Source: an optimization exercise on an open RTL-to-GDS flow (aim: small area, a short achievable clock period and few clock cycles per item). Production flows keep margins and buffers that such runs may drop. Function was checked by simulation only, so behaviour that the tests miss may differ from the original. Power and IR drop assume default switching activity.

--- flow/run.sh ---
#!/bin/bash
set -euo pipefail
bash standard.sh synth > synth.log 2>&1
bash standard.sh \
  "BUFFER_PORTS_ARGS=-buffer_cell sky130_fd_sc_hd__buf_2" \
  "CTS_ARGS=-sink_clustering_enable -repair_clock_nets -dont_use_dummy_load -buf_list {sky130_fd_sc_hd__clkbuf_4}" \
  finish > layout.log 2>&1
--- standard.sh ---
#!/bin/bash
# synth_recipe.tcl (not shown) runs the flow's synth.tcl, then flattens the netlist and writes it again
# the make line also repeats each setting of config.mk as NAME=value (left out here)
make -C /OpenROAD-flow-scripts/flow DESIGN_CONFIG=/design/flow/config.mk WORK_HOME=/design/flow/orfs CLKGATE_MAP_FILE= SYNTH_SCRIPT=/design/flow/synth_recipe.tcl "${@:-finish}"
--- config.mk ---
export PLATFORM = sky130hd
export DESIGN_NAME = serial_frame_to_omni_motor_drive
export DESIGN_NICKNAME = serial_frame_to_omni_motor_drive
export VERILOG_FILES = /design/flow/design.v
export SDC_FILE = /design/flow/constraint.sdc
export NUM_CORES = 4
export LEC_CHECK = 0
export CAP_MARGIN = 20
export CORE_MARGIN = 2
export CORE_UTILIZATION = 40
export PLACE_DENSITY = 0.75
export SETUP_SLACK_MARGIN = 4.0
export SLEW_MARGIN = 20
--- constraint.sdc ---
create_clock -name core_clock -period 7.0 [get_ports {clk}]
set_input_delay 1.4000 -clock core_clock [delete_from_list [all_inputs] [get_ports {clk}]]
set_output_delay 1.4000 -clock core_clock [all_outputs]
set_load 0.01 [all_outputs]
--- design.v ---
`timescale 1ns / 1ps
package sfomd_pkg;
  localparam int unsigned FRAME_KEPT = 7;
  localparam int unsigned WRAP_SLOTS = 33;
  localparam logic [7:0]  END_BYTE   = 8'h80;
  localparam logic [1:0]  CFG_PWM_PERIOD    = 2'd0;
  localparam logic [1:0]  CFG_ROTATION_GAIN = 2'd1;
  localparam logic [1:0]  CFG_BRAKE_BELOW   = 2'd2;
  localparam logic [15:0] PWM_PERIOD_RST    = 16'd1473;
  localparam logic [2:0]  ROTATION_GAIN_RST = 3'd1;
  localparam logic [7:0]  BRAKE_BELOW_RST   = 8'd50;
endpackage
`timescale 1ns / 1ps
module sfomd_benc (
  input  logic [2:0] dg,
  input  logic       s,
  output logic [2:0] ctl
);
  logic one, two;
  assign one = dg[1] ^ dg[0];
  assign two = (dg == 3'b011) || (dg == 3'b100);
  assign ctl = {one, two, (dg[2] ^ s) && (one || two)};
endmodule
module sfomd_mul (
  input  logic [15:0] period,
  input  logic [2:0]  ctl0, ctl1, ctl2, ctl3,    
  input  logic        ph,
  input  logic [28:0] acc_s, acc_c,
  output logic [28:0] sum_s, sum_c
);
  logic [17:0] r0, r1, r2;
  logic [16:0] r3;
  logic        n0, n1, n2;
  assign n0 = ctl0[0];
  assign n1 = ctl1[0];
  assign n2 = ctl2[0];
  assign r0 = ((ctl0[2] ? {2'b00, period} : 18'd0) | (ctl0[1] ? {1'b0, period, 1'b0} : 18'd0)) ^ {18{n0}};
  assign r1 = ((ctl1[2] ? {2'b00, period} : 18'd0) | (ctl1[1] ? {1'b0, period, 1'b0} : 18'd0)) ^ {18{n1}};
  assign r2 = ((ctl2[2] ? {2'b00, period} : 18'd0) | (ctl2[1] ? {1'b0, period, 1'b0} : 18'd0)) ^ {18{n2}};
  assign r3 = (ctl3[2] ? {1'b0, period} : 17'd0) | (ctl3[1] ? {period, 1'b0} : 17'd0);
  logic [28:0] op0, op1, op2, op3, op4;
  assign op0 = {9'd0, ~r0[17], r0[17], r0[17], r0[16:0]};
  assign op1 = {8'd0, 1'b1, ~r1[17], r1[16:0], 1'b0, n0};
  assign op2 = {7'h7f, ~r2[17], r2[16:0], 1'b0, n1, 2'b00};
  assign op3 = ph ? {acc_s[22:0], 1'b0, n2, 4'b0000}
                  : {6'd0, r3, 1'b0, n2, 4'b0000};
  assign op4 = ph ? {acc_c[22:0], 6'd0} : 29'd0;
  logic [28:0] s1, c1, s2, c2;
  assign s1    = op0 ^ op1 ^ op2;
  assign c1    = {((op0 & op1) | (op0 & op2) | (op1 & op2)), 1'b0};
  assign s2    = s1 ^ c1 ^ op3;
  assign c2    = {((s1 & c1) | (s1 & op3) | (c1 & op3)), 1'b0};
  assign sum_s = s2 ^ c2 ^ op4;
  assign sum_c = {((s2 & c2) | (s2 & op4) | (c2 & op4)), 1'b0};
endmodule
module sfomd_duty
(
  input  logic [28:0] x,
  output logic [19:0] part    
);
  logic [7:0] a2, a1, a0;
  logic       sat;
  logic [8:0] u;
  logic [7:0] ts;
  logic [8:0] tc;
  logic       g71, p71, ge1, ge2;
  assign a2  = x[23:16];
  assign a1  = x[15:8];
  assign a0  = x[7:0];
  assign sat = (x[28:24] != '0) || (a2 == 8'hff);
  assign u   = {1'b0, a2} + {1'b0, a1};
  assign ts  = a2 ^ a1 ^ a0;
  assign tc  = {((a2 & a1) | (a2 & a0) | (a1 & a0)), 1'b0};
  always_comb begin
    g71 = 1'b0;
    p71 = 1'b1;
    for (int i = 1; i < 8; i++) begin
      g71 = (ts[i] & tc[i]) | ((ts[i] | tc[i]) & g71);
      p71 = p71 & (ts[i] | tc[i]);
    end
  end
  assign ge1  = tc[8] | g71 | (p71 & ts[0]);
  assign ge2  = tc[8] & (g71 | p71);
  assign part = {sat, ge2, ge1, a2, u};
endmodule
module sfomd_duty_fin
(
  input  logic [19:0] part,
  output logic [15:0] duty
);
  logic       sat, ge2, ge1;
  logic [7:0] a2, h;
  logic [8:0] u, l;
  assign {sat, ge2, ge1, a2, u} = part;
  assign l    = ge2 ? u + 9'd2 : (ge1 ? u + 9'd1 : u);
  assign h    = l[8] ? a2 + 8'd1 : a2;
  assign duty = sat ? 16'hffff : {h, l[7:0]};
endmodule
`timescale 1ns / 1ps
module serial_frame_to_omni_motor_drive
(
  input  logic                   clk,
  input  logic                   rst_n,
  input  logic                   in_valid,
  output logic                   in_ready,
  input  logic [7:0]             in_data,
  output logic                   out_valid,
  input  logic                   out_ready,
  output logic [1:0]             out_motor_index,
  output logic                   out_forward_pin,
  output logic                   out_reverse_pin,
  output logic [15:0]            out_duty,
  output logic                   out_status_led,
  output logic                   out_last,
  input  logic                   cfg_we,
  input  logic [1:0]             cfg_index,
  input  logic [15:0]            cfg_data
);
  logic [15:0] period_r;
  logic [2:0]  gain_r;
  logic [7:0]  brake_r;
  logic [7:0]  slot_r [sfomd_pkg::FRAME_KEPT];
  logic [5:0]  pos_r;
  logic [6:0]  pos_inc;
  logic [6:0]  wsel_r;      
  logic [6:0]  sa_r, sb_r;  
  logic        in_ready_r;
  logic        jp_r;
  logic        cap_v;
  logic [1:0]  mw_r;
  logic signed [10:0] op_r, oth_r;
  logic signed [13:0] turn_r;
  logic        m_v, m_ph;
  logic signed [13:0] m_r;
  logic [2:0]  ctl_r [4];
  logic        acc_v;
  logic [28:0] acc_s, acc_c;
  logic        a_fwd, a_rev;
  logic        x_v, x_ph;
  logic [28:0] x_r;
  logic        x_fwd, x_rev;
  logic        out_valid_r;
  logic [1:0]  o_idx;
  logic        o_fwd, o_rev, o_led, o_last;
  logic [15:0] o_duty;
  logic accept, end_acc, out_free, deliver, do_d1, x_free, do_c, do_a, do_b;
  logic do_mix, mix_last, judge;
  logic jp_nxt, cap_v_nxt, cap_g_nxt, m_v_nxt, m_ph_nxt, jposs_nxt;
  logic [1:0] mw_nxt;
  assign accept   = in_valid && in_ready_r;
  assign end_acc  = accept && (in_data == sfomd_pkg::END_BYTE);
  assign out_free = !out_valid_r;
  assign deliver  = x_v && x_ph && out_free;
  assign do_d1    = x_v && !x_ph;
  assign x_free   = !x_v || deliver;
  assign do_c     = acc_v && x_free;
  assign do_a     = m_v && !m_ph && (!acc_v || do_c);
  assign do_b     = m_v && m_ph;
  assign do_mix   = cap_v && (!m_v || do_b);
  assign mix_last = do_mix && (mw_r == 2'd3);
  assign judge    = jp_r && (!cap_v || mix_last);
  logic [6:0]  k0, k1, k2, k3, k4, k5;
  logic [6:0]  ks1, kc1, ks2, kc2, ks3, kc3, ka, kb, sm;
  logic        good;
  assign k0  = wsel_r[0] ? 7'd0 : slot_r[0][6:0];
  assign k1  = wsel_r[1] ? 7'd0 : slot_r[1][6:0];
  assign k2  = wsel_r[2] ? 7'd0 : slot_r[2][6:0];
  assign k3  = wsel_r[3] ? 7'd0 : slot_r[3][6:0];
  assign k4  = wsel_r[4] ? 7'd0 : slot_r[4][6:0];
  assign k5  = wsel_r[5] ? 7'd0 : slot_r[5][6:0];
  assign ks1 = k0 ^ k1 ^ k2;
  assign kc1 = {((k0 & k1) | (k0 & k2) | (k1 & k2)), 1'b0};
  assign ks2 = k3 ^ k4 ^ k5;
  assign kc2 = {((k3 & k4) | (k3 & k5) | (k4 & k5)), 1'b0};
  assign ks3 = ks1 ^ kc1 ^ ks2;
  assign kc3 = {((ks1 & kc1) | (ks1 & ks2) | (kc1 & ks2)), 1'b0};
  assign ka  = ks3 ^ kc3 ^ kc2;
  assign kb  = {((ks3 & kc3) | (ks3 & kc2) | (kc3 & kc2)), 1'b0};
  assign sm  = sa_r + sb_r;
  assign good = !slot_r[6][7] && (sm == slot_r[6][6:0]);
  logic signed [10:0] s4, s4n;
  logic signed [13:0] trow1, trow0, turn;
  logic [1:0]  td1;
  logic signed [2:0] td0;
  assign s4    = {3'({1'b0, slot_r[4][7:6]} - 3'd1), slot_r[4][5:0], 2'b01};
  assign s4n   = {3'({1'b0, ~slot_r[4][7:6]} - 3'd3), ~slot_r[4][5:0], 2'b11};
  assign td1   = {1'b0, gain_r[2]} + {1'b0, gain_r[1]};
  assign td0   = $signed({2'b00, gain_r[0]}) - $signed({1'b0, gain_r[1], 1'b0});
  assign trow1 = (td1 == 2'd2) ? 14'(s4) <<< 3 : (td1 == 2'd1) ? 14'(s4) <<< 2 : 14'sd0;
  assign trow0 = (td0 == 3'sd1)  ? 14'(s4)
               : (td0 == -3'sd1) ? 14'(s4n)
               : (td0 == -3'sd2) ? 14'(s4n) <<< 1 : 14'sd0;
  assign turn  = trow1 + trow0;
  logic signed [10:0] s2, s3;
  logic signed [13:0] v;
  assign s2 = {3'({1'b0, slot_r[2][7:6]} - 3'd1), slot_r[2][5:0], 2'b01};
  assign s3 = {3'({1'b0, slot_r[3][7:6]} - 3'd1), slot_r[3][5:0], 2'b01};
  assign v  = turn_r + 14'(op_r);
  logic [14:0] vx_mix, vx_m;
  logic [2:0]  ctl_mix [4];
  logic [2:0]  ctl_lo [3];
  logic [2:0]  ctl_hi [4];
  logic [2:0]  ctl_nxt [4];
  assign vx_mix = {v, 1'b0};
  assign vx_m   = {m_r, 1'b0};
  for (genvar k = 0; k < 4; k++) begin : g_enc_hi
    sfomd_benc u_enc (.dg(vx_mix[2*(k+3) +: 3]), .s(v[13]), .ctl(ctl_mix[k]));
  end
  for (genvar k = 0; k < 3; k++) begin : g_enc_lo
    sfomd_benc u_enc (.dg(vx_m[2*k +: 3]), .s(m_r[13]), .ctl(ctl_lo[k]));
  end
  for (genvar k = 0; k < 4; k++) begin : g_enc_hold
    sfomd_benc u_enc (.dg(vx_m[2*(k+3) +: 3]), .s(m_r[13]), .ctl(ctl_hi[k]));
  end
  always_comb begin
    for (int k = 0; k < 4; k++) begin
      if (do_mix)        ctl_nxt[k] = ctl_mix[k];
      else if (m_ph_nxt) ctl_nxt[k] = (k < 3) ? ctl_lo[k] : 3'b000;
      else               ctl_nxt[k] = ctl_hi[k];
    end
  end
  logic [28:0] prod_s, prod_c;
  logic        brk, brk_r;
  sfomd_mul u_mul (
    .period (period_r),
    .ctl0   (ctl_r[0]),
    .ctl1   (ctl_r[1]),
    .ctl2   (ctl_r[2]),
    .ctl3   (ctl_r[3]),
    .ph     (m_ph),
    .acc_s  (acc_s),
    .acc_c  (acc_c),
    .sum_s  (prod_s),
    .sum_c  (prod_c)
  );
  logic       bsg, bhi;
  logic [7:0] bw;
  logic [8:0] bl;
  assign bsg = m_r[13];
  assign bhi = (m_r[13:8] == {6{bsg}});
  assign bw  = m_r[7:0] ^ {8{bsg}};
  assign bl  = {1'b0, brake_r} - {8'd0, bsg};
  assign brk = bhi && !bl[8] && ({1'b0, bw} < bl);
  logic [19:0] part;
  logic [15:0] duty;
  sfomd_duty u_duty (
    .x    (x_r),
    .part (part)
  );
  sfomd_duty_fin u_duty_fin (
    .part (x_r[19:0]),
    .duty (duty)
  );
  assign pos_inc   = {1'b0, pos_r} + 7'd1;
  assign jp_nxt    = end_acc || (jp_r && !judge);
  assign cap_v_nxt = judge ? good : (mix_last ? 1'b0 : cap_v);
  assign mw_nxt    = do_mix ? mw_r + 2'd1 : mw_r;
  assign m_v_nxt   = do_mix ? 1'b1 : (do_b ? 1'b0 : m_v);
  assign m_ph_nxt  = do_mix ? 1'b0 : (do_a ? 1'b1 : m_ph);
  assign cap_g_nxt = judge || (cap_v && !mix_last);
  assign jposs_nxt = !cap_g_nxt || ((mw_nxt == 2'd3) && (!m_v_nxt || m_ph_nxt));
  always_ff @(posedge clk) begin
    if (!rst_n) begin
      period_r    <= sfomd_pkg::PWM_PERIOD_RST;
      gain_r      <= sfomd_pkg::ROTATION_GAIN_RST;
      brake_r     <= sfomd_pkg::BRAKE_BELOW_RST;
      pos_r       <= '0;
      wsel_r      <= 7'd1;
      in_ready_r  <= 1'b1;
      jp_r        <= 1'b0;
      cap_v       <= 1'b0;
      mw_r        <= '0;
      m_v         <= 1'b0;
      m_ph        <= 1'b0;
      acc_v       <= 1'b0;
      x_v         <= 1'b0;
      x_ph        <= 1'b0;
      out_valid_r <= 1'b0;
      o_idx       <= 2'd3;
      o_led       <= 1'b0;
    end else begin
      if (cfg_we) begin
        case (cfg_index)
          sfomd_pkg::CFG_PWM_PERIOD:    period_r <= cfg_data;
          sfomd_pkg::CFG_ROTATION_GAIN: gain_r   <= cfg_data[2:0];
          sfomd_pkg::CFG_BRAKE_BELOW:   brake_r  <= cfg_data[7:0];
          default: ;
        endcase
      end
      if (accept) begin
        if (in_data == sfomd_pkg::END_BYTE || pos_inc >= 7'(sfomd_pkg::WRAP_SLOTS)) begin
          pos_r  <= '0;
          wsel_r <= 7'd1;
        end else begin
          pos_r  <= pos_inc[5:0];
          wsel_r <= {wsel_r[5:0], 1'b0};
        end
      end
      jp_r       <= jp_nxt;
      in_ready_r <= !(jp_nxt && !jposs_nxt);
      cap_v      <= cap_v_nxt;
      mw_r       <= mw_nxt;
      m_v        <= m_v_nxt;
      m_ph       <= m_ph_nxt;
      if (do_b) begin
        acc_v <= 1'b1;
      end else if (do_c) begin
        acc_v <= 1'b0;
      end
      if (do_c) begin
        x_v  <= 1'b1;
        x_ph <= 1'b0;
      end else begin
        if (deliver) x_v <= 1'b0;
        if (do_d1)   x_ph <= 1'b1;
      end
      if (deliver) begin
        out_valid_r <= 1'b1;
        o_idx       <= o_idx + 2'd1;
        if (o_idx == 2'd3) o_led <= !o_led;
      end else if (out_ready) begin
        out_valid_r <= 1'b0;
      end
    end
  end
  always_ff @(posedge clk) begin
    for (int j = 0; j < sfomd_pkg::FRAME_KEPT; j++) begin
      if (!rst_n || (accept && wsel_r[j])) slot_r[j] <= rst_n ? in_data : 8'd0;
    end
  end
  always_ff @(posedge clk) begin
    if (accept) begin
      sa_r <= ka;
      sb_r <= kb;
    end
    if (judge) begin
      op_r   <= s2;
      oth_r  <= s3;
      turn_r <= turn;
    end else if (do_mix) begin
      op_r   <= oth_r;
      oth_r  <= -op_r;
    end
    if (do_mix) begin
      m_r <= v;
    end
    for (int k = 0; k < 4; k++) ctl_r[k] <= ctl_nxt[k];
    if (do_a) brk_r <= brk;
    if (do_a || do_b) begin
      acc_s <= prod_s;
      acc_c <= prod_c;
    end
    if (do_b) begin
      a_fwd <= brk_r || !m_r[13];
      a_rev <= brk_r || m_r[13];
    end
    if (do_c) begin
      x_r   <= acc_s + acc_c;
      x_fwd <= a_fwd;
      x_rev <= a_rev;
    end else if (do_d1) begin
      x_r[19:0] <= part;
    end
    if (deliver) begin
      o_fwd  <= x_fwd;
      o_rev  <= x_rev;
      o_duty <= duty;
      o_last <= (o_idx == 2'd2);
    end
  end
  assign in_ready        = in_ready_r;
  assign out_valid       = out_valid_r;
  assign out_motor_index = o_idx;
  assign out_forward_pin = o_fwd;
  assign out_reverse_pin = o_rev;
  assign out_duty        = o_duty;
  assign out_status_led  = o_led;
  assign out_last        = o_last;
endmodule
==> results.rst, run 1 <==
.. list-table::
   :header-rows: 1

   * - Metric
     - Value
   * - Run status
     - timing/DRC/antenna clean
   * - Area of the mapped netlist
     - roughly 18000 um^2
   * - Net count reported at finish
     - 2064
   * - Worst Setup End Kind
     - flop
   * - Commonest cells after routing, fill and taps aside
     - 219 x nand2_1, 218 x edfxtp_1, 124 x inv_1, 116 x xnor2_1, 110 x ha_1
   * - Fmax
     - about 340 MHz
   * - Final Max Slew Viols
     - 0
   * - Main synth FF type
     - edfxtp_1
   * - Total placed cells including tap cells
     - about 2300
   * - Number of flops mapped to enable cells by yosys
     - approximately 220
   * - Clk pwr share
     - 0.323
   * - Via count of the first global-routing pass
     - about 13000
   * - CP Cell Sequence
     - ha_4 -> inv_2 -> fa_2 -> nor2b_2 -> o21a_1 -> o21a_1 -> o21ai_2 -> o21ai_2 -> a21oi_4 -> o21ai_2 -> buf_4 -> xnor2_1 -> ha_2 -> mux2i_1 -> a22o_1 -> a21oi_2
   * - Fraction of final layout cells sized beyond drive strength 1
     - 0.119
   * - Combinational Power Share
     - 0.118
   * - Max cap viols
     - 0
   * - Clock root buffer
     - clkbuf_4
   * - Number of H-tree branching levels
     - 3
   * - Number of warnings reported in the yosys synthesis log
     - 11
   * - # port buffers
     - 54
   * - Clock-pin slew of the registers on the worst-case setup and hold paths
     - 0.06 ns
   * - Switching power
     - 0.881 mW
   * - Worst Hold End
     - o_fwd
   * - Final routed DRC violation total
     - 0
   * - Average detailed-routed wire length per instance
     - 16.9 um
   * - Wire length of the first global-routing pass
     - ~67 mm
   * - Switching power share of the total
     - 0.254
   * - Number of failing setup endpoints in the final timing report
     - 0
   * - TritonCTS clock tree
     - built
   * - Initial Util
     - 0.405
   * - Worst reg2reg path endpoint
     - ctl_r[2][0]
   * - Hold Path Class
     - flop to flop
   * - GRT Util Overall
     - 0.176
   * - Launch point of the worst hold path
     - x_fwd
   * - Startpoint of the most critical register-to-register path
     - op_r[0]
   * - Number of cells traversed by the worst hold path
     - 0
   * - Sequential area share after synthesis
     - 0.430
   * - CTS max path bufs
     - 3
   * - Final ANT Viol Nets
     - 0
   * - Antenna violations before repair
     - 3
   * - Slowest cell delay on critical path
     - 0.38 ns
   * - Clock insertion delay at the later pin of the skew report
     - about 0.8 ns
   * - Per-instance average area after synthesis
     - ~10 um^2
   * - Post-route minimum period
     - a little under 3 ns
   * - Largest net degree at the start of global routing
     - 69
   * - Die area
     - 47800 um^2
   * - R2r worst-path depth
     - 16
   * - Leak Pwr
     - between 7 and 8 nW
   * - Vias
     - 13091
   * - Synthesized netlist cell count
     - 1769
   * - Area inside the core boundary
     - between 40000 and 50000 um^2
   * - Area growth from synthesis to layout
     - 8.87%
   * - Estimated wirelength of the detail-placed design
     - 30.2 mm
   * - Type of the setup path with the least slack
     - flop to flop
   * - Worst Clk Skew
     - roughly 0.11 ns
   * - Family with the most delay on the worst path
     - compound AO/OA/AOI/OAI gates
   * - Setup slack of the worst register-to-register path
     - 4.04 ns
   * - RSZ-0062 raised after global routing
     - yes
   * - Slowest cell on crit path
     - fa_2
   * - Net count of the mapped netlist
     - approximately 2000
   * - Number of core rows
     - 78
   * - Commonest non-fill, non-tap cell in the layout
     - nand2_1
   * - CP Depth
     - 16
   * - Final hold viol count
     - 0
   * - Total Negative Setup Slacks
     - 0 ns
   * - Clock buffer count from CTS
     - between 70 and 80
   * - Cell with the most instances on the worst path
     - o21ai_2
   * - Power density over the cells
     - between 150 and 200 nW/um^2
   * - Arrival time reported for the critical path endpoint
     - 3.60 ns
   * - Mean number of vias per cell
     - ~5.4
   * - CP Buf/Inv Count
     - 2
   * - Maximum vdd ir drop
     - around 0.00013 V
   * - Proportion of power drawn by flip-flops and latches
     - 0.560
   * - Overflow left after global routing
     - 0
   * - Pre-CTS setup slack
     - roughly 3.3 ns
   * - Total routed wirelength
     - ~41 mm
   * - Register bit count reported by yosys
     - ~290
   * - Max transition margin
     - 0.224
   * - Startpoint type of the worst setup path
     - flop
   * - Actual transition at the worst max-transition pin
     - ~1.2 ns
   * - Clock sink count
     - between 200 and 300
   * - Asr flop ratio synth
     - 0
   * - Critical path required time
     - between 7 and 8 ns
   * - Worst-path fanout max
     - 4
   * - Iteration-0 DRC Markers
     - 1064
   * - Die W
     - around 220 um
   * - Final weighted congestion of routability-driven global placement
     - 0.879
   * - Yosys cell types
     - 73
   * - Internal power consumption
     - 2.58 mW
   * - Post-route fraction of the period consumed by the critical path
     - 0.423
   * - Die boundary height
     - between 200 and 250 um
   * - Final Non-Filler Cells
     - around 2400
   * - CTS Hold Buffers Added
     - 0
   * - Number of iterations in the first detailed-routing pass
     - 5
   * - Setup slack of the critical path after layout
     - ~4.0 ns
   * - I/O pins
     - 55
   * - Power, Total
     - around 3.5 mW
[power by group through the flow]
stage               combinational (mW)  clock, mW  sequential, mW
global placement                 0.378          0            1.97
detailed placement               0.403          0            1.98
floorplan                        0.309          0            1.95
finish                           0.408       1.12            1.94
CTS                              0.405       1.15            1.94
global route                     0.463       1.24            1.94
[worst max path at each step]
stage / slack, ns / startpoint / endpoint
after floorplan: 4.00 / gain_r[1] / turn_r[12]
after global placement: 3.43 / gain_r[1] / turn_r[12]
after detailed placement: 3.29 / gain_r[1] / turn_r[12]
after CTS: 3.94 / gain_r[1] / turn_r[12]
after global routing: 3.90 / op_r[0] / ctl_r[2][0]
final: 4.04 / op_r[0] / ctl_r[2][0]
[sequential cells by signal, summed over array words and instances, names as in the netlist, 14 cells and up]
name,count
acc_c,25
acc_s,29
m_r,14
o_duty,16
period_r,16
slot_r,53
turn_r,14
x_r,29
[cells by family (layout without fill, tap and decap cells)]
logic type	after synthesis	after routing	share of synthesized area
other cells	0	3	0
buf+inv	220	283	0.0450
simple gates	503	503	0.133
mux	25	25	0.0139
compound gates	375	375	0.132
flops	287	287	0.430
fa+ha+maj	199	199	0.169
xor+xnor	160	160	0.0764
[final cells by class]
cell class | count | area (um^2)
clock buffer | 77 | 578
antenna | 3 | 7.51
fill | 4245 | 25400
multi-input combinational | 1262 | 9850
inverter | 130 | 489
timing repair buffer | 76 | 435
tap | 600 | 751
sequential | 287 | 7950
[synthesized netlist by cell type (all sizes together) (32+ instances only)]
master  count  area [um^2]
nand2     219          822
a22oi      63          473
clkbuf     83          312
nor2       55          209
edfxtp    218         6550
dfxtp      69         1380
xnor2     118         1040
fa         84         1680
a21oi      76          384
and2       36          225
ha        115         1440
nor2b      54          338
nand3      32          160
inv       126          473
o21ai     105          526
xor2       42          368
[repair_timing]
| action | 4_1_cts | 5_1_grt |
|---|---|---|
| buffers inserted | 1 | 14 |
| pin swaps | 1 | 15 |
| setup endpoints to repair | 50 | 35 |
| gates resized for setup | 20 | 36 |
[per-layer routing]
metal  track usage  wire length (um)  part of all wire
met1         0.210             17000              0.41
met4        0.0606               895             0.022
met3        0.0390              2300             0.056
met2         0.310             20900              0.51
met5             0                 0                 0
[through the flow]
stage / hold WS (ns) / instance area, um^2 / util
floorplan: 0.400 / 18400 / -
global placement: 0.411 / 19200 / 0.422
detailed placement: 0.412 / 19200 / 0.422
CTS: 0.411 / 19800 / 0.436
global route: 0.424 / 20100 / 0.441
finish: 0.410 / 20100 / 0.441
Testbench counts, summed over its fixed seeds: cycles 3,184, frames 384.
==> inputs of run 2 (changes only) <==
--- a/config.mk
+++ b/config.mk
@@ -9,5 +9,5 @@
 export CORE_MARGIN = 2
 export CORE_UTILIZATION = 40
-export PLACE_DENSITY = 0.75
 export SETUP_SLACK_MARGIN = 4.0
 export SLEW_MARGIN = 20
+export TNS_END_PERCENT = 30
==> results.rst, run 2 <==
.. list-table::
   :header-rows: 1

   * - Metric
     - Value
   * - Worst-path fanout max
     - 16 (+12)
   * - Post-route minimum period
     - 2.97 ns (+0.00739 ns)
   * - Number of cells traversed by the worst hold path
     - 0 (unchanged)
   * - Final Max Slew Viols
     - 0 (unchanged)
   * - Clock insertion delay at the later pin of the skew report
     - 0.80 ns (about the same)
   * - Arrival time reported for the critical path endpoint
     - 3.41 ns (-0.19 ns)
   * - Clock buffer count from CTS
     - 81 (+5.2%)
   * - TritonCTS clock tree
     - built
   * - Number of iterations in the first detailed-routing pass
     - 5 (unchanged)
   * - Synth Area in Simple Gates
     - 0.133 (unchanged)
   * - Leak Pwr
     - 7.88 nW (+0.61%)
   * - Setup slack of the worst register-to-register path
     - 4.03 ns (about the same)
   * - Worst Setup SP
     - ctl_r[1][1]
   * - Overflow left after global routing
     - 0 (unchanged)
   * - Synthesized netlist cell count
     - 1769 (unchanged)
   * - # port buffers
     - 54 (unchanged)
   * - Via count of the first global-routing pass
     - 12620 (-5.4%)
   * - Worst Setup End Kind
     - flop
   * - Mean number of vias per cell
     - 5.27 (-1.9%)
   * - Clock-pin slew of the registers on the worst-case setup and hold paths
     - 0.05 ns (about the same)
   * - Sequential area share after synthesis
     - 0.430 (unchanged)
   * - Antenna violations before repair
     - 3 (unchanged)
   * - Area growth from synthesis to layout
     - 9.29%
   * - RSZ-0062 raised after global routing
     - yes
   * - Die W
     - 219 um (unchanged)
   * - Net count reported at finish
     - 2074 (+0.48%)
   * - Largest net degree at the start of global routing
     - 69 (unchanged)
   * - Worst Clk Skew
     - 0.0863 ns (-0.0199 ns)
   * - Storage cell area
     - 7940 um^2 (-0.14%)
   * - Final routed DRC violation total
     - 0 (unchanged)
   * - Setup slack of the critical path after layout
     - 4.03 ns (-0.00739 ns)
   * - Uppermost metal layer occupied by signal nets
     - met4
   * - Net count of the mapped netlist
     - 1999 (unchanged)
   * - Power density over the cells
     - 173 nW/um^2 (+0.21%)
   * - Per-instance average area after synthesis
     - 10.4 um^2 (unchanged)
   * - Maximum vdd ir drop
     - 0.0000821 V (-38%)
   * - Die area
     - 47800 um^2 (unchanged)
   * - Clock sink count
     - 287 (unchanged)
   * - Max transition margin
     - 0.403 (+0.179)
   * - R2r worst-path depth
     - 5 (-11)
   * - GRT Util Overall
     - 0.178 (+0.00219)
   * - Commonest cells post-synth
     - 219 x nand2_1, 218 x edfxtp_1, 125 x inv_1, 117 x xnor2_1, 115 x ha_1
   * - Final hold viol count
     - 0 (unchanged)
   * - Startpoint type of the worst setup path
     - flop
   * - Main synth FF type
     - edfxtp_1
   * - Number of flip-flops in the largest register
     - 53 (unchanged)
   * - Final weighted congestion of routability-driven global placement
     - 0.834 (-5.0%)
   * - Final ANT Viol Nets
     - 0 (unchanged)
   * - Fraction of final layout cells sized beyond drive strength 1
     - 0.121 (+0.00207)
   * - Register bit count reported by yosys
     - 287 (unchanged)
   * - Commonest cells after routing, fill and taps aside
     - 219 x nand2_1, 218 x edfxtp_1, 124 x inv_1, 115 x xnor2_1, 109 x ha_1
   * - Post-route fraction of the period consumed by the critical path
     - 0.424 (+0.00106)
   * - Main combinational cell family by area after synthesis
     - adder cells
   * - Capturing instance or port of the critical path
     - acc_s[14]
   * - Fin area
     - 20100 um^2 (+0.38%)
   * - Wire length of the first global-routing pass
     - 67.2 mm (+0.42%)
   * - Total routed wirelength
     - 41.5 mm (+0.89%)
   * - Share of synthesized cell area in full adder, half adder and majority cells
     - 0.169 (unchanged)
   * - Fmax
     - 337 MHz (-0.25%)
   * - Average detailed-routed wire length per instance
     - 17.0 um (+0.52%)
   * - Placed instance area
     - 19200 um^2 (+0.14%)
   * - Estimated wirelength of the detail-placed design
     - 30.5 mm (+0.96%)
   * - Pre-CTS setup slack
     - 3.29 ns (+0.00733 ns)
   * - Actual transition at the worst max-transition pin
     - 0.894 ns (-0.267 ns)
   * - Asr flop ratio synth
     - 0 (unchanged)
   * - Fill cell instance count of the final layout
     - 4321 (+1.8%)
   * - Total length of routed met2 wires
     - 18.9 mm (-9.6%)
   * - Hold Path Class
     - flop to flop
   * - Most area-consuming cells after synthesis
     - edfxtp_1 36%, fa_1 9.1%, ha_1 7.8%
   * - Area of the mapped netlist
     - 18400 um^2 (unchanged)
   * - CTS max path bufs
     - 3 (unchanged)
   * - Worst reg2reg path endpoint
     - acc_s[14]
   * - Power, Total
     - 3.49 mW (+0.59%)
   * - Utilization after layout
     - 0.443 (+0.00168)
   * - Fraction of the mapped netlist area in compound gates
     - 0.132 (unchanged)
   * - Number of flops mapped to enable cells by yosys
     - 218 (unchanged)
   * - Yosys cell types
     - 73 (unchanged)
   * - Multiplexer share of the synthesized area
     - 0.0139 (unchanged)
   * - Largest area contributor in the synthesized netlist
     - edfxtp_1
   * - Number of failing setup endpoints in the final timing report
     - 0 (unchanged)
   * - Top cell type's share of synthesized area
     - 0.355 (unchanged)
   * - Type of the setup path with the least slack
     - flop to flop
   * - Iteration-0 DRC Markers
     - 854 (-20%)
   * - Vias
     - 12891 (-1.5%)
   * - I/O pins
     - 55 (unchanged)
   * - Critical path required time
     - 7.44 ns (-0.20 ns)
   * - Register name with the most flops
     - slot_r
   * - Clock root buffer
     - clkbuf_4
   * - Detailed route wirelength on metal3
     - 2.09 mm (-9.3%)
   * - Commonest non-fill, non-tap cell in the layout
     - nand2_1
   * - Total Negative Setup Slacks
     - 0 ns (unchanged)
   * - Number of H-tree branching levels
     - 3 (unchanged)
   * - Die boundary height
     - 219 um (unchanged)
   * - Multi-input combinational cell area
     - 9860 um^2 (about the same)
   * - Most instantiated library cell after synthesis
     - nand2_1
   * - Synthesized-area fraction occupied by xor and xnor cells
     - 0.0764 (unchanged)
   * - Area inside the core boundary
     - 45500 um^2 (unchanged)
   * - Max cap viols
     - 0 (unchanged)
   * - Number of core rows
     - 78 (unchanged)
   * - Largest registers
     - slot_r: 53 flops, acc_s: 29 flops, x_r: 29 flops
   * - Run status
     - timing/DRC/antenna clean
   * - Wire length on met1
     - 19.5 mm (+15%)
   * - Startpoint of the most critical register-to-register path
     - ctl_r[1][1]
   * - Number of warnings reported in the yosys synthesis log
     - 11 (unchanged)
   * - Initial Util
     - 0.405 (unchanged)
run 2: final cells by class:
type	instances	share of cell area
flip-flops and latches	287	0.394
well taps	600	0.0373
multi-input cells	1262	0.489
clock buffers	81	0.0302
diodes	2	0.000248
inverters	130	0.0243
repair buffers	82	0.0242
run 2: through the flow:
stage	hold slack, ns	instances
after floorplan	0.400	1769
after global placement	0.407	2344
after global routing	0.435	2443
after detailed placement	0.416	2344
final	0.421	2444
after CTS	0.425	2425
run 2: how the worst min path moves through the flow:
stage                      from     to
after detailed placement  a_rev  x_rev
after CTS                 a_rev  x_rev
after global placement    a_rev  x_rev
after global routing      a_rev  x_rev
final                     a_rev  x_rev
after floorplan           x_fwd  o_fwd
run 2: cells by family after synthesis:
| logic type | Yosys count |
|---|---|
| flops | 287 |
| compound gates | 375 |
| xor+xnor | 160 |
| buf+inv | 220 |
| simple gates | 503 |
| mux | 25 |
| fa+ha+maj | 199 |
run 2: power breakdown:
group | total (mW) | internal (mW) | switching (mW)
Sequential | 1.94 | 1.90 | 0.0378
Clock | 1.15 | 0.521 | 0.624
Combinational | 0.401 | 0.184 | 0.218
run 2: metal layers:
layer	up-vias	global-route usage
li1	6321	-
met1	6212	0.244
met2	290	0.279
met3	68	0.0370
met4	0	0.0617
met5	-	0
run 2: timing repair:
action                     4_1_cts  5_1_grt
pin swaps                        0       13
resized for setup                9       42
hold buffers                     0        0
buffers inserted                 0       16
setup endpoints to repair       44       41
run 2: worst max-delay path, cell delays in order, from the launching register on:
cell	delay (ns)
dfxtp_1	0.76
a22oi_1	0.17
xnor2_1	0.24
fa_1	0.47
fa_1	0.54
fa_1	0.49
==> inputs of run 3 (changes only) <==
--- a/config.mk
+++ b/config.mk
@@ -11,3 +11,3 @@
 export SETUP_SLACK_MARGIN = 4.0
 export SLEW_MARGIN = 20
-export TNS_END_PERCENT = 30
+export TNS_END_PERCENT = 10
==> results.rst, run 3 <==
.. list-table::
   :header-rows: 1

   * - Metric
     - Value
   * - Placed instance area
     - 19200 um^2 (about the same)
   * - Slowest cell on crit path
     - edfxtp_1
   * - Clock-pin slew of the registers on the worst-case setup and hold paths
     - 0.06 ns (about the same)
   * - TritonCTS clock tree
     - built
   * - Net count of the mapped netlist
     - 1999 (unchanged)
   * - Main synth FF type
     - edfxtp_1
   * - Max transition margin
     - 0.417 (+0.0137)
   * - Worst Hold End
     - x_rev
   * - Power, Total
     - 3.50 mW (+0.36%)
   * - Launch point of the worst hold path
     - a_rev
   * - Multi-input combinational cell area
     - 9830 um^2 (-0.32%)
   * - CP Cell Sequence
     - ha_4 -> inv_2 -> fa_2 -> nor2b_1 -> o21a_1 -> o21a_1 -> o21ai_2 -> o21ai_2 -> a21oi_4 -> o21ai_4 -> buf_4 -> xnor2_1 -> ha_1 -> mux2i_1 -> a22o_1 -> a21oi_1
   * - Number of iterations in the first detailed-routing pass
     - 6 (+1)
   * - Family with the most delay on the worst path
     - compound AO/OA/AOI/OAI gates
   * - Commonest non-fill, non-tap cell in the layout
     - nand2_1
   * - Worst Clk Skew
     - 0.0642 ns (-0.0221 ns)
   * - RSZ-0062 raised after global routing
     - yes
   * - Clock buffer count from CTS
     - 81 (unchanged)
   * - Number of H-tree branching levels
     - 3 (unchanged)
   * - Asr flop ratio synth
     - 0 (unchanged)
   * - Estimated wirelength of the detail-placed design
     - 30.6 mm (+0.15%)
   * - Per-instance average area after synthesis
     - 10.4 um^2 (unchanged)
   * - Leak Pwr
     - 7.83 nW (-0.64%)
   * - # port buffers
     - 54 (unchanged)
   * - GRT Util Overall
     - 0.177 (-0.000397)
   * - Initial Util
     - 0.405 (unchanged)
   * - Most instantiated library cell after synthesis
     - nand2_1
   * - Hold Path Class
     - flop to flop
   * - Vias
     - 12795 (-0.74%)
   * - Antenna violations before repair
     - 3 (unchanged)
   * - Final weighted congestion of routability-driven global placement
     - 0.843 (+1.0%)
   * - CTS Hold Buffers Added
     - 0 (unchanged)
   * - Total routed wirelength
     - 41.5 mm (+0.12%)
   * - Storage cell area
     - 7950 um^2 (about the same)
   * - Via count of the first global-routing pass
     - 12649 (+0.23%)
   * - Final routed DRC violation total
     - 0 (unchanged)
   * - Switching power
     - 0.891 mW (+1.3%)
   * - Clock root buffer
     - clkbuf_4
   * - Register bit count reported by yosys
     - 287 (unchanged)
   * - Area of the mapped netlist
     - 18400 um^2 (unchanged)
   * - Die area
     - 47800 um^2 (unchanged)
   * - Final ANT Viol Nets
     - 0 (unchanged)
   * - Startpoint type of the worst setup path
     - flop
   * - Type of the setup path with the least slack
     - flop to flop
   * - Multiplexer share of the synthesized area
     - 0.0139 (unchanged)
   * - Setup slack of the critical path after layout
     - 4.06 ns (+0.0301 ns)
   * - Die W
     - 219 um (unchanged)
   * - Fin area
     - 20000 um^2 (-0.57%)
   * - Post-route fraction of the period consumed by the critical path
     - 0.420 (-0.00430)
   * - Pre-CTS setup slack
     - 3.27 ns (-0.0189 ns)
   * - Internal power consumption
     - 2.61 mW (about the same)
   * - Main combinational cell family by area after synthesis
     - adder cells
   * - Worst Hold Slack
     - 0.403 ns (-0.0183 ns)
   * - Die boundary height
     - 219 um (unchanged)
   * - Run status
     - timing/DRC/antenna clean
   * - Actual transition at the worst max-transition pin
     - 0.873 ns (-0.0205 ns)
   * - Clk pwr share
     - 0.330 (about the same)
   * - Share of synthesized cell area in full adder, half adder and majority cells
     - 0.169 (unchanged)
   * - Clock sink count
     - 287 (unchanged)
   * - Area growth from synthesis to layout
     - 8.66%
   * - CP Buf/Inv Count
     - 2 (+2)
   * - Synth Area in Simple Gates
     - 0.133 (unchanged)
   * - Worst reg2reg path endpoint
     - ctl_r[2][0]
   * - Fill cell instance count of the final layout
     - 4353 (+0.74%)
   * - Iteration-0 DRC Markers
     - 868 (+1.6%)
   * - Largest area contributor in the synthesized netlist
     - edfxtp_1
   * - Arrival time reported for the critical path endpoint
     - 3.51 ns (+0.10 ns)
   * - CTS max path bufs
     - 3 (unchanged)
   * - Maximum vdd ir drop
     - 0.0000767 V (-6.5%)
   * - CP Depth
     - 16 (+11)
   * - Number of flip-flops in the largest register
     - 53 (unchanged)
   * - Number of cells traversed by the worst hold path
     - 0 (unchanged)
   * - Wire length of the first global-routing pass
     - 67.2 mm (about the same)
   * - Top cell type's share of synthesized area
     - 0.355 (unchanged)
   * - Worst Setup End Kind
     - flop
   * - Mean number of vias per cell
     - 5.26 (-0.30%)
   * - Critical path required time
     - 7.57 ns (+0.13 ns)
   * - Power density over the cells
     - 175 nW/um^2 (+0.93%)
   * - Slowest cell delay on critical path
     - 0.44 ns (-0.32 ns)
   * - Final hold viol count
     - 0 (unchanged)
   * - Proportion of power drawn by flip-flops and latches
     - 0.554 (-0.002)
   * - Commonest cells after routing, fill and taps aside
     - 219 x nand2_1, 218 x edfxtp_1, 124 x inv_1, 115 x xnor2_1, 112 x ha_1
   * - Commonest cells post-synth
     - 219 x nand2_1, 218 x edfxtp_1, 125 x inv_1, 117 x xnor2_1, 115 x ha_1
   * - Net count reported at finish
     - 2063 (-0.53%)
   * - Sequential area share after synthesis
     - 0.430 (unchanged)
   * - Total Negative Setup Slacks
     - 0 ns (unchanged)
   * - I/O pins
     - 55 (unchanged)
   * - Fraction of the mapped netlist area in compound gates
     - 0.132 (unchanged)
   * - Startpoint of the most critical register-to-register path
     - turn_r[0]
   * - Switching power share of the total
     - 0.255 (+0.00226)
   * - Number of core rows
     - 78 (unchanged)
   * - Post-route minimum period
     - 2.94 ns (-0.0301 ns)
   * - Synthesized netlist cell count
     - 1769 (unchanged)
   * - Combinational Power Share
     - 0.116 (about the same)
   * - Largest registers
     - slot_r: 53 flops, acc_s: 29 flops, x_r: 29 flops
   * - Fraction of final layout cells sized beyond drive strength 1
     - 0.113 (-0.00856)
   * - Overflow left after global routing
     - 0 (unchanged)
   * - Number of warnings reported in the yosys synthesis log
     - 11 (unchanged)
   * - Final Max Slew Viols
     - 0 (unchanged)
   * - Fmax
     - 340 MHz (+1.0%)
   * - Yosys cell types
     - 73 (unchanged)
   * - Average detailed-routed wire length per instance
     - 17.1 um (+0.57%)
   * - Synthesized-area fraction occupied by xor and xnor cells
     - 0.0764 (unchanged)
   * - Worst-path fanout max
     - 4 (-12)
   * - R2r worst-path depth
     - 16 (+11)
   * - Number of flops mapped to enable cells by yosys
     - 218 (unchanged)
   * - Largest net degree at the start of global routing
     - 69 (unchanged)
   * - Most area-consuming cells after synthesis
     - edfxtp_1 36%, fa_1 9.1%, ha_1 7.8%
   * - Area inside the core boundary
     - 45500 um^2 (unchanged)
   * - Max cap viols
     - 0 (unchanged)
   * - Number of failing setup endpoints in the final timing report
     - 0 (unchanged)
   * - Register name with the most flops
     - slot_r
   * - Setup slack of the worst register-to-register path
     - 4.06 ns (+0.03 ns)
   * - Clock insertion delay at the later pin of the skew report
     - 0.76 ns (-0.04 ns)
==> run 3: worst max-delay path by stage <==
stage | from | to
3_5_place_dp | gain_r[1] | turn_r[12]
3_3_place_gp | gain_r[1] | turn_r[12]
5_1_grt | turn_r[0] | ctl_r[2][0]
6_report | turn_r[0] | ctl_r[2][0]
4_1_cts | op_r[2] | ctl_r[1][0]
2_1_floorplan | ctl_r[2][0] | acc_s[12]
==> run 3: logic make-up (layout without fill, tap and decap cells) <==
| group | after synthesis | after routing |
|---|---|---|
| buffers and inverters | 220 | 282 |
| AO/OA/AOI/OAI | 375 | 375 |
| flip-flops | 287 | 287 |
| adder cells (fa/ha/maj) | 199 | 199 |
| multiplexers | 25 | 25 |
| other | 0 | 2 |
| AND/OR/NAND/NOR | 503 | 503 |
| XOR/XNOR | 160 | 160 |
==> run 3: timing repair <==
| item | 4_1_cts | 5_1_grt |
|---|---|---|
| setup endpoints to repair | 44 | 39 |
| cloned | 0 | 0 |
| pin swaps | 0 | 7 |
| resized for setup | 8 | 35 |
| buffers inserted | 0 | 7 |
==> run 3: cell type report <==
type,instances,area share
Sequential cell,287,0.397
Multi-Input combinational cell,1262,0.491
Inverter,130,0.0245
Timing Repair Buffer,71,0.0200
Tap cell,600,0.0375
Clock buffer,81,0.0304
Antenna cell,2,0.000250
==> run 3: power groups by stage <==
stage / Clock, mW / Combinational (mW) / Sequential, mW
after floorplan: 0 / 0.309 / 1.95
after detailed placement: 0 / 0.406 / 1.97
final: 1.15 / 0.406 / 1.94
after global routing: 1.28 / 0.465 / 1.94
after global placement: 0 / 0.393 / 1.97
after CTS: 1.21 / 0.409 / 1.94
==> run 3: per-stage QoR <==
| stage | std cells | utilization |
|---|---|---|
| after floorplan | 1769 | - |
| after global placement | 2343 | 0.422 |
| after detailed placement | 2343 | 0.422 |
| after CTS | 2424 | 0.436 |
| after global routing | 2432 | 0.440 |
| final | 2433 | 0.440 |
==> run 3: worst register-to-register path, cell delays in order (launching register included) <==
cell	delay [ns]
edfxtp_1	0.44
ha_4	0.20
inv_2	0.05
fa_2	0.20
nor2b_1	0.05
o21a_1	0.17
o21a_1	0.19
o21ai_2	0.18
o21ai_2	0.10
a21oi_4	0.22
o21ai_4	0.09
buf_4	0.15
xnor2_1	0.12
ha_1	0.19
mux2i_1	0.23
a22o_1	0.16
a21oi_1	0.04
==> run 3: per-layer routing <==
layer,part of all wire,track usage,vias to the layer above
li1,-,-,6300
met1,0.47,0.247,6142
met2,0.45,0.275,284
met3,0.050,0.0322,69
met4,0.025,0.0664,0
met5,0,0,-
==> inputs of run 4 (changes only) <==
--- a/config.mk
+++ b/config.mk
@@ -6,4 +6,5 @@
 export NUM_CORES = 4
 export LEC_CHECK = 0
+export ABC_AREA = 1
 export CAP_MARGIN = 20
 export CORE_MARGIN = 2
@@ -11,3 +12,2 @@
 export SETUP_SLACK_MARGIN = 4.0
 export SLEW_MARGIN = 20
-export TNS_END_PERCENT = 10
==> results.rst, run 4 <==
.. list-table::
   :header-rows: 1

   * - Metric
     - Value
   * - Run status
     - timing/DRC/antenna clean
   * - Antenna violations before repair
     - 2 (-1)
   * - Total Negative Setup Slacks
     - 0 ns (unchanged)
   * - Fraction of final layout cells sized beyond drive strength 1
     - 0.0992 (-0.0133)
   * - Capturing instance or port of the critical path
     - acc_s[17]
   * - Most instantiated library cell after synthesis
     - nand2_1
   * - Startpoint type of the worst setup path
     - flop
   * - Die area
     - 48600 um^2 (+1.7%)
   * - Post-route minimum period
     - 2.92 ns (-0.0222 ns)
   * - Register bit count reported by yosys
     - 287 (unchanged)
   * - Worst Setup End Kind
     - flop
   * - Worst Clk Skew
     - 0.0761 ns (+0.0119 ns)
   * - Clock buffer count from CTS
     - 80 (-1.2%)
   * - Synthesized netlist cell count
     - 2065 (+17%)
   * - Worst Setup SP
     - ctl_r[1][2]
   * - Setup slack of the worst register-to-register path
     - 4.08 ns (+0.02 ns)
   * - Clock insertion delay at the later pin of the skew report
     - 0.77 ns (about the same)
   * - GRT Max-Usage Layer
     - met2
   * - Placed instance area
     - 19600 um^2 (+2.0%)
   * - Worst-path fanout max
     - 15 (+11)
   * - Fmax
     - 343 MHz (+0.76%)
   * - Main synth FF type
     - edfxtp_1
   * - Leak Pwr
     - 8.98 nW (+15%)
   * - Commonest non-fill, non-tap cell in the layout
     - nand2_1
   * - Number of iterations in the first detailed-routing pass
     - 5 (-1)
   * - Wire length of the first global-routing pass
     - 74.5 mm (+11%)
   * - Fill cell instance count of the final layout
     - 4603 (+5.7%)
   * - Area of the mapped netlist
     - 18700 um^2 (+1.7%)
   * - Met1 layer usage reported by global route
     - 0.251 (+0.00343)
   * - Fin area
     - 20400 um^2 (+1.9%)
   * - R2r worst-path depth
     - 7 (-9)
   * - Yosys cell types
     - 52 (-29%)
   * - Final Max Slew Viols
     - 0 (unchanged)
   * - Register name with the most flops
     - slot_r
   * - Worst reg2reg path endpoint
     - acc_s[17]
   * - GRT Util Overall
     - 0.197 (+0.0194)
   * - Number of core rows
     - 79 (+1.3%)
   * - Clock-pin slew of the registers on the worst-case setup and hold paths
     - 0.06 ns (about the same)
   * - I/O pins
     - 55 (unchanged)
   * - Startpoint of the most critical register-to-register path
     - ctl_r[1][2]
   * - Actual transition at the worst max-transition pin
     - 1.06 ns (+0.188 ns)
   * - Mean number of vias per cell
     - 5.17 (-1.6%)
   * - Utilization after layout
     - 0.440 (about the same)
   * - Clock root buffer
     - clkbuf_4
   * - Final ANT Viol Nets
     - 0 (unchanged)
   * - Net count reported at finish
     - 2400 (+16%)
   * - Final hold viol count
     - 0 (unchanged)
   * - Type of the setup path with the least slack
     - flop to flop
   * - Most area-consuming cells after synthesis
     - edfxtp_1 35%, fa_1 9.0%, ha_1 7.7%
   * - Clock sink count
     - 287 (unchanged)
   * - Max transition margin
     - 0.285 (-0.132)
   * - Asr flop ratio synth
     - 0 (unchanged)
   * - Estimated wirelength of the detail-placed design
     - 35.7 mm (+17%)
   * - Critical path required time
     - 7.45 ns (-0.12 ns)
   * - Via count of the first global-routing pass
     - 14224 (+12%)
   * - Maximum vdd ir drop
     - 0.0000919 V (+20%)
   * - Per-instance average area after synthesis
     - 9.08 um^2 (-13%)
   * - Final routed DRC violation total
     - 0 (unchanged)
   * - Power density over the cells
     - 174 nW/um^2 (-0.25%)
   * - Overflow left after global routing
     - 0 (unchanged)
   * - Top cell type's share of synthesized area
     - 0.349 (-0.00597)
   * - Number of H-tree branching levels
     - 3 (unchanged)
   * - Initial Util
     - 0.404 (-0.000888)
   * - Post-route fraction of the period consumed by the critical path
     - 0.417 (-0.00317)
   * - Vias
     - 14373 (+12%)
   * - Area inside the core boundary
     - 46400 um^2 (+1.9%)
   * - CTS Hold Buffers Added
     - 0 (unchanged)
   * - Average detailed-routed wire length per instance
     - 16.9 um (-0.94%)
   * - Commonest cells after routing, fill and taps aside
     - 368 x nand2_1, 315 x inv_1, 218 x edfxtp_1, 150 x o21ai_0, 145 x nor2_1
   * - Final weighted congestion of routability-driven global placement
     - 0.890 (+5.6%)
   * - Largest area contributor in the synthesized netlist
     - edfxtp_1
   * - Number of flops mapped to enable cells by yosys
     - 218 (unchanged)
   * - Sequential area share after synthesis
     - 0.423 (-0.00723)
   * - TritonCTS clock tree
     - built
   * - Met3 Use GR
     - 0.0368 (+0.00469)
   * - Commonest cells post-synth
     - 369 x nand2_1, 320 x inv_1, 218 x edfxtp_1, 151 x o21ai_0, 146 x nor2_1
   * - Net count of the mapped netlist
     - 2295 (+15%)
   * - RSZ-0062 raised after global routing
     - yes
   * - # port buffers
     - 54 (unchanged)
   * - Met2 track demand over resource
     - 0.338 (+0.0630)
   * - Die boundary height
     - 220 um (+0.83%)
   * - Number of failing setup endpoints in the final timing report
     - 0 (unchanged)
   * - Largest registers
     - slot_r: 53 flops, acc_s: 29 flops, x_r: 29 flops
   * - Total routed wirelength
     - 47.0 mm (+13%)
   * - Hold Path Class
     - flop to flop
   * - Area growth from synthesis to layout
     - 8.88%
   * - Max cap viols
     - 0 (unchanged)
   * - Iteration-0 DRC Markers
     - 899 (+3.6%)
   * - CTS max path bufs
     - 3 (unchanged)
   * - Arrival time reported for the critical path endpoint
     - 3.37 ns (-0.14 ns)
   * - Die W
     - 220 um (+0.83%)
   * - Number of flip-flops in the largest register
     - 53 (unchanged)
   * - Number of warnings reported in the yosys synthesis log
     - 11 (unchanged)
   * - Largest net degree at the start of global routing
     - 55 (-20%)
[run 4: changes by cell type after synthesis, moves of 42 or more]
cell / change
nor2_1: +92
o21ai_0: +47
a22oi_1: -59
inv_1: +195
o22ai_1: +44
nand2_1: +150
xnor2_1: -93
clkbuf_1: -46
a21oi_1: +42
nand3_1: +42
nor2b_1: -54
xor2_1: +64
[run 4: logic make-up (layout without fill, tap and decap cells)]
family                     after synthesis  count (layout)  share of synthesized area
AOI/OAI and AO/OA                      390             390                      0.118
and+or+nand+nor                        673             674                      0.153
xor gates and xnor gates               131             131                     0.0616
other                                    0               3                          0
muxes                                    1               1                   0.000534
buffers and inverters                  384             486                     0.0783
adders and majority gates              199             199                      0.166
DFF                                    287             287                      0.423
[run 4: worst min path at each step]
stage | startpoint | to | depth (start not counted)
finish | x_rev | o_rev | 0
global route | x_rev | o_rev | 0
CTS | x_rev | o_rev | 0
detailed placement | a_fwd | x_fwd | 0
global placement | a_rev | x_rev | 0
floorplan | x_fwd | o_fwd | 0
[run 4: layout make-up]
cell class,instances,area (um^2),share of cell area
multi-input combinational,1395,9390,0.460
sequential,287,7940,0.389
inverter,328,1250,0.0614
tap,607,759,0.0372
clock buffer,80,601,0.0294
timing repair buffer,77,463,0.0227
antenna,3,7.51,0.000368
timing repair inverter,1,5.00,0.000245
[run 4: worst max-delay path, stage by stage (launching register included)]
cell     delay (ns)
dfxtp_1        0.32
inv_1          0.38
o22ai_1        0.17
xor2_1         0.19
fa_1           0.53
inv_1          0.06
fa_1           0.52
fa_1           0.49
[run 4: per-layer routing]
metal  vias to the layer above  part of all wire
met5                         -                 0
met4                         0             0.023
met3                        84             0.054
met2                       412              0.49
met1                      6804              0.43
li1                       7073                 -
[run 4: timing repair]
item,4_1_cts,5_1_grt
endpoints found under the setup margin,85,50
setup buffers,1,18
pin swaps,0,3
resized for setup,7,11
gates cloned,0,2
[run 4: power breakdown]
group / internal (mW) / total [mW] / switching, mW
clock network: 0.516 / 1.15 / 0.634
logic: 0.183 / 0.470 / 0.286
registers: 1.91 / 1.94 / 0.0312
[run 4: stage by stage]
step                cells  hold slack (ns)  worst slack (ns)  total power, mW
CTS                  2755            0.448              4.04             3.60
detailed placement   2674            0.449              3.11             2.44
floorplan            2065            0.400              4.02             2.29
global placement     2673            0.446              3.31             2.42
global route         2778            0.461              3.95             3.76
finish               2778            0.442              4.08             3.56
==> inputs of run 5 (changes only) <==
--- a/config.mk
+++ b/config.mk
@@ -10,4 +10,4 @@
 export CORE_MARGIN = 2
 export CORE_UTILIZATION = 40
-export SETUP_SLACK_MARGIN = 4.0
+export SETUP_SLACK_MARGIN = 3.5
 export SLEW_MARGIN = 20
==> results.rst, run 5 <==
.. list-table::
   :header-rows: 1

   * - Metric
     - Value
   * - Commonest cells after routing, fill and taps aside
     - 368 x nand2_1, 319 x inv_1, 218 x edfxtp_1, 150 x o21ai_0, 146 x nor2_1
   * - Overflow left after global routing
     - 0 (unchanged)
   * - Yosys cell types
     - 52 (unchanged)
   * - Post-route minimum period
     - 3.17 ns (+0.257 ns)
   * - Fin area
     - 20200 um^2 (-1.0%)
   * - Largest net degree at the start of global routing
     - 55 (unchanged)
   * - Wire length of the first global-routing pass
     - 74.5 mm (about the same)
   * - Fraction of final layout cells sized beyond drive strength 1
     - 0.0843 (-0.0149)
   * - Register bit count reported by yosys
     - 287 (unchanged)
   * - Final hold viol count
     - 0 (unchanged)
   * - Most area-consuming cells after synthesis
     - edfxtp_1 35%, fa_1 9.0%, ha_1 7.7%
   * - Largest registers
     - slot_r: 53 flops, acc_s: 29 flops, x_r: 29 flops
   * - Worst Clk Skew
     - 0.0783 ns (+0.00227 ns)
   * - Number of flip-flops in the largest register
     - 53 (unchanged)
   * - Synthesized netlist cell count
     - 2065 (unchanged)
   * - CP Buf/Inv Count
     - 2 (unchanged)
   * - Hold Path Class
     - flop to flop
   * - Worst Hold Slack
     - 0.438 ns (-0.00434 ns)
   * - RSZ-0062 raised after global routing
     - no
   * - R2r worst-path depth
     - 6 (-1)
   * - Utilization after layout
     - 0.436 (-0.00456)
   * - Number of iterations in the first detailed-routing pass
     - 5 (unchanged)
   * - Multi-input combinational cell area
     - 9350 um^2 (-0.36%)
   * - Die W
     - 220 um (unchanged)
   * - Max cap viols
     - 0 (unchanged)
   * - Cell with the most instances on the worst path
     - fa_1
   * - Via count of the first global-routing pass
     - 14220 (-0.028%)
   * - Number of cells traversed by the worst hold path
     - 0 (unchanged)
   * - Initial Util
     - 0.404 (unchanged)
   * - Final weighted congestion of routability-driven global placement
     - 0.890 (unchanged)
   * - Asr flop ratio synth
     - 0 (unchanged)
   * - Estimated wirelength of the detail-placed design
     - 35.7 mm (unchanged)
   * - Number of failing setup endpoints in the final timing report
     - 0 (unchanged)
   * - Commonest non-fill, non-tap cell in the layout
     - nand2_1
   * - Startpoint of the most critical register-to-register path
     - ctl_r[2][0]
   * - Arrival time reported for the critical path endpoint
     - 3.63 ns (+0.26 ns)
   * - Average detailed-routed wire length per instance
     - 16.8 um (-0.61%)
   * - Number of core rows
     - 79 (unchanged)
   * - Post-route fraction of the period consumed by the critical path
     - 0.453 (+0.0367)
   * - Total Negative Setup Slacks
     - 0 ns (unchanged)
   * - Register name with the most flops
     - slot_r
   * - GRT Util Overall
     - 0.197 (about the same)
   * - Clock-pin slew of the registers on the worst-case setup and hold paths
     - 0.06 ns (about the same)
   * - Number of flops mapped to enable cells by yosys
     - 218 (unchanged)
   * - Top cell type's share of synthesized area
     - 0.349 (unchanged)
   * - Iteration-0 DRC Markers
     - 874 (-2.8%)
   * - Run status
     - timing/DRC/antenna clean
   * - Critical path required time
     - 7.46 ns (about the same)
   * - Worst reg2reg path endpoint
     - acc_s[17]
   * - Max transition margin
     - 0.303 (+0.0179)
   * - Final Max Slew Viols
     - 0 (unchanged)
   * - Family with the most delay on the worst path
     - adder cells
   * - Setup slack of the critical path after layout
     - 3.83 ns (-0.257 ns)
   * - Clock buffer count from CTS
     - 80 (unchanged)
   * - Worst-path fanout max
     - 13 (-2)
   * - Clock sink count
     - 287 (unchanged)
   * - Most instantiated library cell after synthesis
     - nand2_1
   * - Mean number of vias per cell
     - 5.16 (-0.21%)
   * - Net count reported at finish
     - 2380 (-0.83%)
   * - Main synth FF type
     - edfxtp_1
   * - Setup slack of the worst register-to-register path
     - 3.83 ns (-0.26 ns)
   * - Type of the setup path with the least slack
     - flop to flop
   * - Leak Pwr
     - 8.91 nW (-0.80%)
   * - Area growth from synthesis to layout
     - 7.76%
   * - Total placed cells including tap cells
     - 2674 (unchanged)
   * - Startpoint type of the worst setup path
     - flop
   * - Area of the mapped netlist
     - 18700 um^2 (unchanged)
   * - Power density over the cells
     - 176 nW/um^2 (+0.95%)
   * - Die boundary height
     - 220 um (unchanged)
   * - Antenna violations before repair
     - 2 (unchanged)
   * - Final ANT Viol Nets
     - 0 (unchanged)
   * - Sequential area share after synthesis
     - 0.423 (unchanged)
   * - Per-instance average area after synthesis
     - 9.08 um^2 (unchanged)
   * - # port buffers
     - 54 (unchanged)
   * - Final Non-Filler Cells
     - 2757 (-0.76%)
   * - Fill cell instance count of the final layout
     - 4607 (+0.087%)
   * - Vias
     - 14235 (-0.96%)
   * - Commonest cells post-synth
     - 369 x nand2_1, 320 x inv_1, 218 x edfxtp_1, 151 x o21ai_0, 146 x nor2_1
   * - Area inside the core boundary
     - 46400 um^2 (unchanged)
   * - Pre-CTS setup slack
     - 3.11 ns (unchanged)
   * - Placed instance area
     - 19600 um^2 (unchanged)
   * - Power, Total
     - 3.55 mW (about the same)
   * - Clock root buffer
     - clkbuf_4
   * - Number of warnings reported in the yosys synthesis log
     - 11 (unchanged)
   * - Worst Hold End
     - o_rev
   * - Storage cell area
     - 7930 um^2 (about the same)
   * - I/O pins
     - 55 (unchanged)
   * - Slowest cell delay on critical path
     - 0.86 ns (+0.33 ns)
   * - TritonCTS clock tree
     - built
   * - Die area
     - 48600 um^2 (unchanged)
   * - CTS Hold Buffers Added
     - 0 (unchanged)
   * - Actual transition at the worst max-transition pin
     - 1.03 ns (-0.0266 ns)
   * - Fmax
     - 315 MHz (-8.1%)
   * - CTS max path bufs
     - 3 (unchanged)
   * - Total routed wirelength
     - 46.3 mm (-1.4%)
   * - CP Cell Sequence
     - inv_2 -> xor2_1 -> fa_1 -> inv_1 -> fa_1 -> fa_1
   * - Number of H-tree branching levels
     - 3 (unchanged)
   * - Maximum vdd ir drop
     - 0.0000892 V (-2.9%)
   * - Largest area contributor in the synthesized netlist
     - edfxtp_1
   * - Net count of the mapped netlist
     - 2295 (unchanged)
   * - Slowest cell on crit path
     - dfxtp_1
   * - Launch point of the worst hold path
     - x_rev
   * - Clock insertion delay at the later pin of the skew report
     - 0.78 ns (about the same)
   * - Worst Setup End Kind
     - flop
   * - Final routed DRC violation total
     - 0 (unchanged)
==> run 5: cell counts after synthesis <==
Identical to the previous run, type by type.
==> run 5: per-layer routing <==
| layer | part of all wire | track usage | up-vias | routed length, um |
|---|---|---|---|---|
| met5 | 0 | 0 | - | 0 |
| met4 | 0.023 | 0.0613 | 0 | 1080 |
| met3 | 0.057 | 0.0371 | 83 | 2640 |
| met2 | 0.49 | 0.338 | 393 | 22600 |
| met1 | 0.43 | 0.251 | 6726 | 20000 |
| li1 | - | - | 7033 | - |
==> run 5: area by class of cell <==
type                       instances  share of cell area
tap                              607              0.0376
clock buffer                      80              0.0297
antenna                            2            0.000248
sequential                       287               0.393
timing repair buffer              59              0.0156
inverter                         328              0.0613
multi-input combinational       1394               0.463
==> run 5: where the power goes <==
group,switching [mW],total (mW),internal (mW)
Combinational,0.287,0.470,0.184
Sequential,0.0311,1.94,1.91
Clock,0.630,1.15,0.516
==> run 5: worst max-delay path by stage <==
| stage | start | cells past startpoint | end |
|---|---|---|---|
| detailed placement | m_ph | 8 | op_r[7] |
| finish | ctl_r[2][0] | 6 | acc_s[17] |
| global placement | m_ph | 8 | op_r[5] |
| floorplan | out_valid_r | 5 | acc_c[10] |
| global route | ctl_r[2][0] | 6 | acc_s[17] |
| CTS | m_ph | 8 | op_r[4] |
==> run 5: cell families (layout without fill, tap and decap cells) <==
kind of cell             after synthesis  count (layout)  synth area share
AND/OR/NAND/NOR                      673             673             0.153
AO/OA/AOI/OAI                        390             390             0.118
buffers and inverters                384             467            0.0783
flip-flops                           287             287             0.423
adder cells (fa/ha/maj)              199             199             0.166
XOR/XNOR                             131             131            0.0616
multiplexers                           1               1          0.000534
other                                  0               2                 0
==> run 5: what timing repair did <==
item                       in CTS  in global routing
setup endpoints to repair      18                 18
hold endpoints to repair        0                  0
setup buffers                   0                  1
resized for setup               1                  3

## afterwards: timing with drivers on the ports
No port has a modelled driver above. Below, the same layouts with a new extraction and two added sets of constraints. Step 1 (the two cells are an assumption about what drives the block):
set clk [get_ports {clk}]
set_driving_cell -lib_cell sky130_fd_sc_hd__clkbuf_16 $clk
set_driving_cell -lib_cell sky130_fd_sc_hd__buf_2 [delete_from_list [all_inputs] $clk]
Step 2 times the ports against the registers' clock, not the clock port: input delays grow and output delays shrink by t, the midpoint of the rising clock arrivals with the driver on. Three values: ideal ports, drivers, drivers and shift; two values: the first two.
run | t (ns) | setup slack, ns | hold WS [ns] | worst setup path at the end | worst slew at a driven data input, ns
run 1 | 0.780 | 4.038 / 4.038 / 3.697 | 0.410 / 0.410 / 0.410 | input to register | 0.07
run 2 | 0.801 | 4.030 / 4.030 / 3.769 | 0.421 / 0.421 / 0.421 | input to register | 0.13
run 3 | 0.776 | 4.060 / 4.060 / 3.801 | 0.403 / 0.403 / 0.403 | input to register | 0.13
run 4 | 0.788 | 4.083 / 4.083 / 3.476 | 0.442 / 0.442 / 0.442 | input to register | 0.04
run 5 | 0.796 | 3.826 / 3.826 / 3.489 | 0.438 / 0.438 / 0.438 | input to register | 0.04
After both steps setup and hold are still met in every run listed. For run 4, which loses most, drivers alone change the setup slack by 0.000 ns; drivers and shift together by -0.607 ns.
